Context: an optimization exercise on an open-source flow, tuned for small area. The choices shown serve that exercise and are no tape-out recipe. Only simulation tests tie the RTL to the original design; equivalence was not proved. Power figures rest on the tool's default switching activity, not on a simulated workload.

## descriptor_memory_top
module descriptor_memory_top (
    input  logic        clk_i,
    input  logic        rst_i,
    input  logic [4:0]  addr_i,
    input  logic        write_enable_i,
    input  logic [63:0] write_data_i,
    input  logic        clear_i,
    output logic [15:0] src_address_o,
    output logic [15:0] dst_address_o,
    output logic [31:0] payload_ptr_o,
    output logic        valid_o,
    output logic [5:0]  count_o
);
    descriptor_memory #(
        .NUM_DESCRIPTORS(24),
        .ADDR_W         (5)
    ) u_mem (
        .clk_i         (clk_i),
        .rst_i         (rst_i),
        .addr_i        (addr_i),
        .write_enable_i(write_enable_i),
        .write_data_i  (write_data_i),
        .clear_i       (clear_i),
        .src_address_o (src_address_o),
        .dst_address_o (dst_address_o),
        .payload_ptr_o (payload_ptr_o),
        .valid_o       (valid_o),
        .count_o       (count_o)
    );
endmodule
export LEC_CHECK = 0
export CAP_MARGIN = 10
export CORE_MARGIN = 2
export CORE_UTILIZATION = 70
export CTS_BUF_LIST = sky130_fd_sc_hd__clkbuf_8
export CTS_CLUSTER_DIAMETER = 80
export CTS_CLUSTER_SIZE = 30
export SLEW_MARGIN = 10
export SYNTH_HIERARCHICAL = 1
create_clock -name core_clock -period 8.0 [get_ports {clk_i}]
standard.sh (not shown) runs the stock make flow with config.mk's settings and CLKGATE_MAP_FILE= SYNTH_SCRIPT=/design/flow/synth_recipe.tcl, a recipe that flattens the netlist after the stock synthesis.
==> flow/flow/run.sh <==
#!/bin/bash
set -euo pipefail
export BUFFER_PORTS_ARGS="-buffer_cell sky130_fd_sc_hd__buf_1"
export CTS_ARGS="-sink_clustering_enable -repair_clock_nets -buf_list sky130_fd_sc_hd__clkbuf_4 -sink_clustering_size 10 -sink_clustering_max_diameter 50 -dont_use_dummy_load"
export RECOVER_POWER=100
bash standard.sh > standard.log 2>&1
The starting point ran to the end with violations: capacitance limit, slew limit.
Then changed:
==> flow/run.sh (new file) <==
#!/bin/bash
# synth_recipe.tcl (not shown) runs the flow's synth.tcl, then flattens the netlist and writes it again
# the make line also repeats each setting of config.mk as NAME=value (left out here)
make -C /OpenROAD-flow-scripts/flow DESIGN_CONFIG=/design/flow/config.mk WORK_HOME=/design/flow/orfs CLKGATE_MAP_FILE= SYNTH_SCRIPT=/design/flow/synth_recipe.tcl finish
Settings changed: CTS_CLUSTER_DIAMETER 80 to 60, CTS_CLUSTER_SIZE 30 to 16.
removed: flow/flow/run.sh
removed: flow/standard.sh
- With this change the flow went through all stages and came out clean
- first-iteration DRC count drops by about 8%
- synthesized cell count is unchanged
- total power climbs by about 2.7%
- global-route usage drops by 1.8 points
- final cell count drops by 1.2%
- sequential power stays flat
- core utilization climbs by 2.0 points
- cell area climbs by about 2.7%
Then changed:
==> flow/flow/run.sh (new file) <==
#!/bin/bash
set -euo pipefail
export BUFFER_PORTS_ARGS="-buffer_cell sky130_fd_sc_hd__buf_1"
export CTS_ARGS="-sink_clustering_enable -repair_clock_nets -buf_list sky130_fd_sc_hd__clkbuf_8 -sink_clustering_size 16 -sink_clustering_max_diameter 60 -dont_use_dummy_load"
export RECOVER_POWER=100
bash standard.sh > standard.log 2>&1
==> flow/standard.sh (new file) <==
#!/bin/bash
# synth_recipe.tcl (not shown) runs the flow's synth.tcl, then flattens the netlist and writes it again
# the make line also repeats each setting of config.mk as NAME=value (left out here)
make -C /OpenROAD-flow-scripts/flow DESIGN_CONFIG=/design/flow/config.mk WORK_HOME=/design/flow/orfs CLKGATE_MAP_FILE= SYNTH_SCRIPT=/design/flow/synth_recipe.tcl "${@:-finish}"
Settings changed: CTS_CLUSTER_DIAMETER 60 to 80, CTS_CLUSTER_SIZE 16 to 30.
removed: flow/run.sh
This time the run reached the layout checks and failed them: capacitance limit, slew limit.
Worst setup slack loses 0.79 ns.
Clock-buffer cell count came out lower by 2.
Routed wire length climbs by a few percent.
Core utilization came out lower by 1.7 points.
Design area drops by a few percent.
First-iteration DRC count goes up by roughly a tenth.
Then changed:
==> flow/flow/run.sh (replaced) <==
#!/bin/bash
set -euo pipefail
export BUFFER_PORTS_ARGS="-buffer_cell sky130_fd_sc_hd__buf_1"
export CTS_ARGS="-sink_clustering_enable -repair_clock_nets -buf_list sky130_fd_sc_hd__clkbuf_4 -sink_clustering_size 10 -sink_clustering_max_diameter 50 -dont_use_dummy_load"
bash standard.sh > standard.log 2>&1
Settings changed: CORE_UTILIZATION 70 to 85, CTS_BUF_LIST sky130_fd_sc_hd__clkbuf_8 to default, CTS_CLUSTER_DIAMETER 80 to default, CTS_CLUSTER_SIZE 30 to default.
Result: Now the flow stopped in global routing. Synthesized area stays the same. Synthesized cell count is unchanged.
Then changed:
Settings changed: CORE_UTILIZATION 85 to 70, CTS_BUF_LIST from default to sky130_fd_sc_hd__clkbuf_8, CTS_CLUSTER_DIAMETER from default to 80, CTS_CLUSTER_SIZE from default to 30.
=>
- With this change the flow ran to the end with no violations
- synthesized cell count is unchanged
- synthesized area stays the same

==> static timing again, ports no longer ideal <==
In the flow no input, the clock included, has a driving cell. The finished layouts below were timed again as built, in two steps.
Step 1 (the two cells are an assumption about what drives the block):
set clk [get_ports {clk_i}]
set_driving_cell -lib_cell sky130_fd_sc_hd__clkbuf_16 $clk
set_driving_cell -lib_cell sky130_fd_sc_hd__buf_2 [delete_from_list [all_inputs] $clk]
Step 2 adds t to the input delays and takes it off the output delays; t is the mean of the earliest and latest rising clock arrival at the registers after step 1. Input paths then give back, and output paths get back, about the clock's delay inside the block.
Slacks: ideal / step 1 / step 2; pairs: ideal / step 1.
| run | shift t [ns] | setup WS [ns] | worst setup path at the end |
|---|---|---|---|
| the first run | 1.075 | 1.150 / 1.135 / 0.126 | input to register |
| the second run | 0.812 | 1.794 / 1.725 / 2.537 | register to output |
| the third run | 0.788 | 1.003 / 0.934 / 0.428 | input to register |
| the fifth run | 1.081 | 1.731 / 1.659 / 2.740 | register to output |
For the first run, which loses most, drivers alone change the setup slack by -0.015 ns; drivers and shift together by -1.024 ns.
